Background: an optimization exercise with open tools, aiming at small area. Do not read the settings as production practice. The RTL was checked by simulation tests, not by an equivalence proof against the original design. Power figures rest on the tool's default switching activity, not on a simulated workload.

Setup of job 2918:
Design sccb_target, start of the top module:
module sccb_target #(
  parameter logic [7:0] DEV_ADDR = 8'h60
) (
  input  logic       clk,
  input  logic       reset,
  input  logic       scl,
  input  logic       sda_in,
  output logic       sda,
  output logic       sda_oe,
  output logic       wr_stb,
  output logic [7:0] wr_addr,
  output logic [7:0] wr_data,
  output logic       busy
);
Size in the first run: roughly 24 I/O pins, about 45000 sq um of cells after synthesis.
export LEC_CHECK = 0
export CAP_MARGIN = 20
export CORE_MARGIN = 2
export CORE_UTILIZATION = 70
export PLACE_DENSITY = 0.8
export SLEW_MARGIN = 20
create_clock -name core_clock -period 10.0 [get_ports {clk}]
standard.sh (not shown) runs the stock make flow with config.mk's settings and CLKGATE_MAP_FILE= SYNTH_SCRIPT=/design/flow/synth_recipe.tcl, a recipe that flattens the netlist after the stock synthesis.
==> flow/flow/run.sh <==
#!/bin/bash
# The standard layout (standard.sh, standard synthesis) with a leaner clock tree:
# CTS without dummy loads, small port buffers, and after global routing any leaf clock
# buffer whose flip-flop clock pins would see too much slew is upsized (fixclk.tcl).
# Each run's full output goes to a log file in the folder this runs in.
set -euo pipefail
here=$(pwd)
cts="-sink_clustering_enable -repair_clock_nets -dont_use_dummy_load"
cts="$cts -buf_list sky130_fd_sc_hd__clkbuf_8 -sink_clustering_size 22 -sink_clustering_max_diameter 50"
bash standard.sh finish \
  "CTS_ARGS=$cts" \
  "BUFFER_PORTS_ARGS=-buffer_cell sky130_fd_sc_hd__buf_1" \
  "POST_GLOBAL_ROUTE_TCL=$here/flow/fixclk.tcl" > "$here/standard.log" 2>&1
==> flow/flow/fixclk.tcl <==
# Sourced by ORFS's global_route.tcl after global routing (POST_GLOBAL_ROUTE_TCL).
# Upsizes clock buffers whose loads would see too much slew, estimated from the global
# routes: first the buffers that drive other clock buffers, then those that drive
# flip-flops. Then it legalises, reroutes the changed nets and rewrites the route guides.
set fix_target 0.110
set fix_ladder {sky130_fd_sc_hd__clkbuf_1 sky130_fd_sc_hd__clkbuf_2 sky130_fd_sc_hd__clkbuf_4
  sky130_fd_sc_hd__clkbuf_8 sky130_fd_sc_hd__clkbuf_16}

proc fix_pin_slew {pin} {
  set w 0
  foreach e {rise fall} {
    foreach a {min max} {
      set s [get_property $pin slew_${a}_$e]
      if {$s > $w} { set w $s }
    }
  }
  return $w
}

# Upsize the clock tree buffers of one kind (leaf 1: driving anything but clock buffers)
# whose loads are over the target.
proc fix_pass {leaf} {
  global fix_target fix_ladder
  set n 0
  foreach inst [get_cells -quiet clkbuf_*] {
    set m [get_property $inst ref_name]
    set i [lsearch -exact $fix_ladder $m]
    if {$i < 0} { continue }
    set out [get_pins -of_objects $inst -filter "direction==output"]
    set loads [get_pins -quiet -of_objects [get_nets -of_objects $out] -filter "direction==input"]
    set to_ff 0
    set w 0
    foreach p $loads {
      if {[lsearch -exact $fix_ladder [get_property [get_cells -of_objects $p] ref_name]] < 0} { set to_ff 1 }
      set s [fix_pin_slew $p]
      if {$s > $w} { set w $s }
    }
    if {$to_ff != $leaf || $w <= $fix_target} { continue }
    set name [get_full_name $inst]
    if {$i == [llength $fix_ladder] - 1} {
      puts "fixclk: $name ($m) slew $w left as is"
      continue
    }
    set nm [lindex $fix_ladder [expr {$i + 1}]]
    puts "fixclk: $name $m -> $nm (slew $w)"
    replace_cell $inst $nm
    incr n
  }
  return $n
}

set_propagated_clock [all_clocks]
global_route -start_incremental
foreach leaf {0 1} {
  for {set it 0} {$it < 4} {incr it} {
    estimate_parasitics -global_routing
    set n [fix_pass $leaf]
    puts "fixclk: leaf $leaf pass $it upsized $n"
    if {$n == 0} { break }
  }
}
detailed_placement
check_placement -verbose
global_route -end_incremental
estimate_parasitics -global_routing
write_guides $::env(RESULTS_DIR)/route.guide
Job 2918 did not finish: a tool error stopped it during global routing (5_1_grt).
The inputs of job 257 differ from those of job 2918 as listed below.
- an added ABC_AREA of 1
-- flow/flow/run.sh --
<<< job 2918, line 7
here=$(pwd)
cts="-sink_clustering_enable -repair_clock_nets -dont_use_dummy_load"
cts="$cts -buf_list sky130_fd_sc_hd__clkbuf_8 -sink_clustering_size 22 -sink_clustering_max_diameter 50"
bash standard.sh finish \
  "CTS_ARGS=$cts" \
>>> job 257, line 7
here=$(pwd)
cts="-sink_clustering_enable -repair_clock_nets -dont_use_dummy_load"
cts="$cts -buf_list sky130_fd_sc_hd__clkbuf_8 -sink_clustering_size 18 -sink_clustering_max_diameter 45"
bash standard.sh finish \
  "CTS_ARGS=$cts" \
-- flow/flow/fixclk.tcl --
<<< job 2918, line 2
# Upsizes clock buffers whose loads would see too much slew, estimated from the global
# routes: first the buffers that drive other clock buffers, then those that drive
# flip-flops. Then it legalises, reroutes the changed nets and rewrites the route guides.
set fix_target 0.110
set fix_ladder {sky130_fd_sc_hd__clkbuf_1 sky130_fd_sc_hd__clkbuf_2 sky130_fd_sc_hd__clkbuf_4
  sky130_fd_sc_hd__clkbuf_8 sky130_fd_sc_hd__clkbuf_16}

>>> job 257, line 2
# Upsizes clock buffers whose loads would see too much slew, estimated from the global
# routes: first the buffers that drive other clock buffers, then those that drive
# flip-flops. Then it legalises, reroutes the changed nets, checks again, and rewrites the
# route guides.
set ::fix_target 0.120
set ::fix_ladder {sky130_fd_sc_hd__clkbuf_1 sky130_fd_sc_hd__clkbuf_2 sky130_fd_sc_hd__clkbuf_4
  sky130_fd_sc_hd__clkbuf_8 sky130_fd_sc_hd__clkbuf_16}

<<< job 2918, line 51

set_propagated_clock [all_clocks]
global_route -start_incremental
foreach leaf {0 1} {
  for {set it 0} {$it < 4} {incr it} {
    estimate_parasitics -global_routing
    set n [fix_pass $leaf]
    puts "fixclk: leaf $leaf pass $it upsized $n"
    if {$n == 0} { break }
  }
}
detailed_placement
check_placement -verbose
global_route -end_incremental
estimate_parasitics -global_routing
write_guides $::env(RESULTS_DIR)/route.guide
>>> job 257, line 52

set_propagated_clock [all_clocks]
# The reroute after legalising can change other clock nets, so check again until a round
# changes nothing.
for {set round 0} {$round < 4} {incr round} {
  set changed 0
  global_route -start_incremental
  foreach leaf {0 1} {
    for {set it 0} {$it < 4} {incr it} {
      estimate_parasitics -global_routing
      set n [fix_pass $leaf]
      puts "fixclk: round $round leaf $leaf pass $it upsized $n"
      incr changed $n
      if {$n == 0} { break }
    }
  }
  detailed_placement
  global_route -end_incremental
  if {$changed == 0} { break }
}
check_placement -verbose
estimate_parasitics -global_routing
write_guides $::env(RESULTS_DIR)/route.guide
## What came out
Job 2918 and job 257 ended up with roughly the same number of flops mapped to enable cells by yosys.
In the metrics for job 257 and job 2918, the one carrying the higher placement-stage worst setup slack is job 257.
Note that the synthesized area per cell recorded for job 257 amounts to 0.947 times the value seen in job 2918.
When job 257 is measured against job 2918, its register area share after synthesis turns out 0.41 points lower.
Total number of H-tree levels ended up 1 higher on job 257 than on job 2918.
Job 257 -> job 2918: count of pins on the block boundary delta 0, exact match
As far as xor and xnor area share after synthesis is concerned, job 2918 and job 257 perform about the same.
Between job 257 and job 2918, the arithmetic-cell share of the synthesized area counting full adders, half adders and majority gates does not differ in any meaningful way.
Job 2918 | ERROR | global routing (5_1_grt)
Job 257 completed end to end with timing, DRC and antenna clean.
On area after synthesis, job 257 does worse than job 2918.
Between job 257 and job 2918, it is job 257 whose post-synthesis simple-gate area fraction is higher, by 1.5 points.
Synthesized cell count: job 257 > job 2918
Edits applied to the flow inputs when going from job 257 to job 5617:
- a deleted ABC_AREA that had been 1
==> flow/flow/run.sh <==
#!/bin/bash
# The standard layout (standard.sh) with an area-oriented logic mapping and a leaner
# clock tree:
# - synthesis is the standard flow's own script with ABC's default area mapping (synth_area.tcl);
# - CTS without dummy loads, clustered onto clkbuf_8 leaf buffers;
# - small port buffers;
# - after global routing, clock buffers whose loads would see too much slew are upsized
#   (fixclk.tcl).
# Each run's full output goes to a log file in the folder this runs in.
set -euo pipefail
here=$(pwd)
export FLOW_WORK=$here
cts="-sink_clustering_enable -repair_clock_nets -dont_use_dummy_load"
cts="$cts -buf_list sky130_fd_sc_hd__clkbuf_8 -sink_clustering_size 18 -sink_clustering_max_diameter 60"
bash standard.sh finish \
  "SYNTH_SCRIPT=$here/flow/synth_area.tcl" \
  "CTS_ARGS=$cts" \
  "BUFFER_PORTS_ARGS=-buffer_cell sky130_fd_sc_hd__buf_1" \
  "POST_GLOBAL_ROUTE_TCL=$here/flow/fixclk.tcl" > "$here/standard.log" 2>&1
==> flow/flow/synth_area.tcl (new file) <==
# The standard flow's synthesis script (synth_recipe.tcl, which runs ORFS's synth.tcl) with one change:
# ABC maps the logic with Yosys's default (area-oriented) script instead of ORFS's
# delay-oriented one and without its delay target, as the design has several ns of setup slack. Flip-flops are mapped
# before ABC runs, so the registers, their names and cells are those of the standard synthesis.
proc abc {args} {
  set keep {}
  for {set i 0} {$i < [llength $args]} {incr i} {
    set a [lindex $args $i]
    if {$a in {-script -constr -D}} { incr i; continue }
    lappend keep $a
  }
  yosys abc {*}$keep
}
source $::env(FLOW_WORK)/synth_recipe.tcl
==> summary.txt <==
- Job 5617 gives less number of vias per cell after detailed routing than job 257 did.
- Cmp job 5617 and job 257 / clock-buffer cell count / lower: job 5617
- Per the comparison of job 5617 with job 257, routed via count saw a decrease, total power saw a decrease, number of buffers between clock root and the deepest sink saw little to no change, wire length of the first global-routing pass saw a decrease, area occupied by multi-input gates saw a decrease.

-- afterwards: timing with drivers on the ports --
How much do the figures lean on ideal ports? The routed layouts below were timed once more, with nothing changed but the port constraints.
Step 1, drivers: a clkbuf_16 drives clk and a buf_2 each remaining input, both assumed.
Step 2, shift: input delay + t, output delay - t, t = (earliest + latest rising clock arrival at the registers) / 2. This alone moves slack from input paths to output paths.
Slacks: no drivers / after step 1 / after step 2; pairs: no drivers / after step 1.
| run | shift t [ns] | slack for setup (ns) | worst setup path at the end | slew at the worst register clock pin (ns) | pins driven straight from the clock port |
|---|---|---|---|---|---|
| job 257 | 0.733 | 6.392 / 6.320 / 7.053 | register to output | 0.12 / 0.12 | 1 |
| job 5617 | 0.707 | 6.455 / 6.390 / 7.096 | register to output | 0.11 / 0.11 | 1 |
After both steps setup and hold are still met in every run listed.
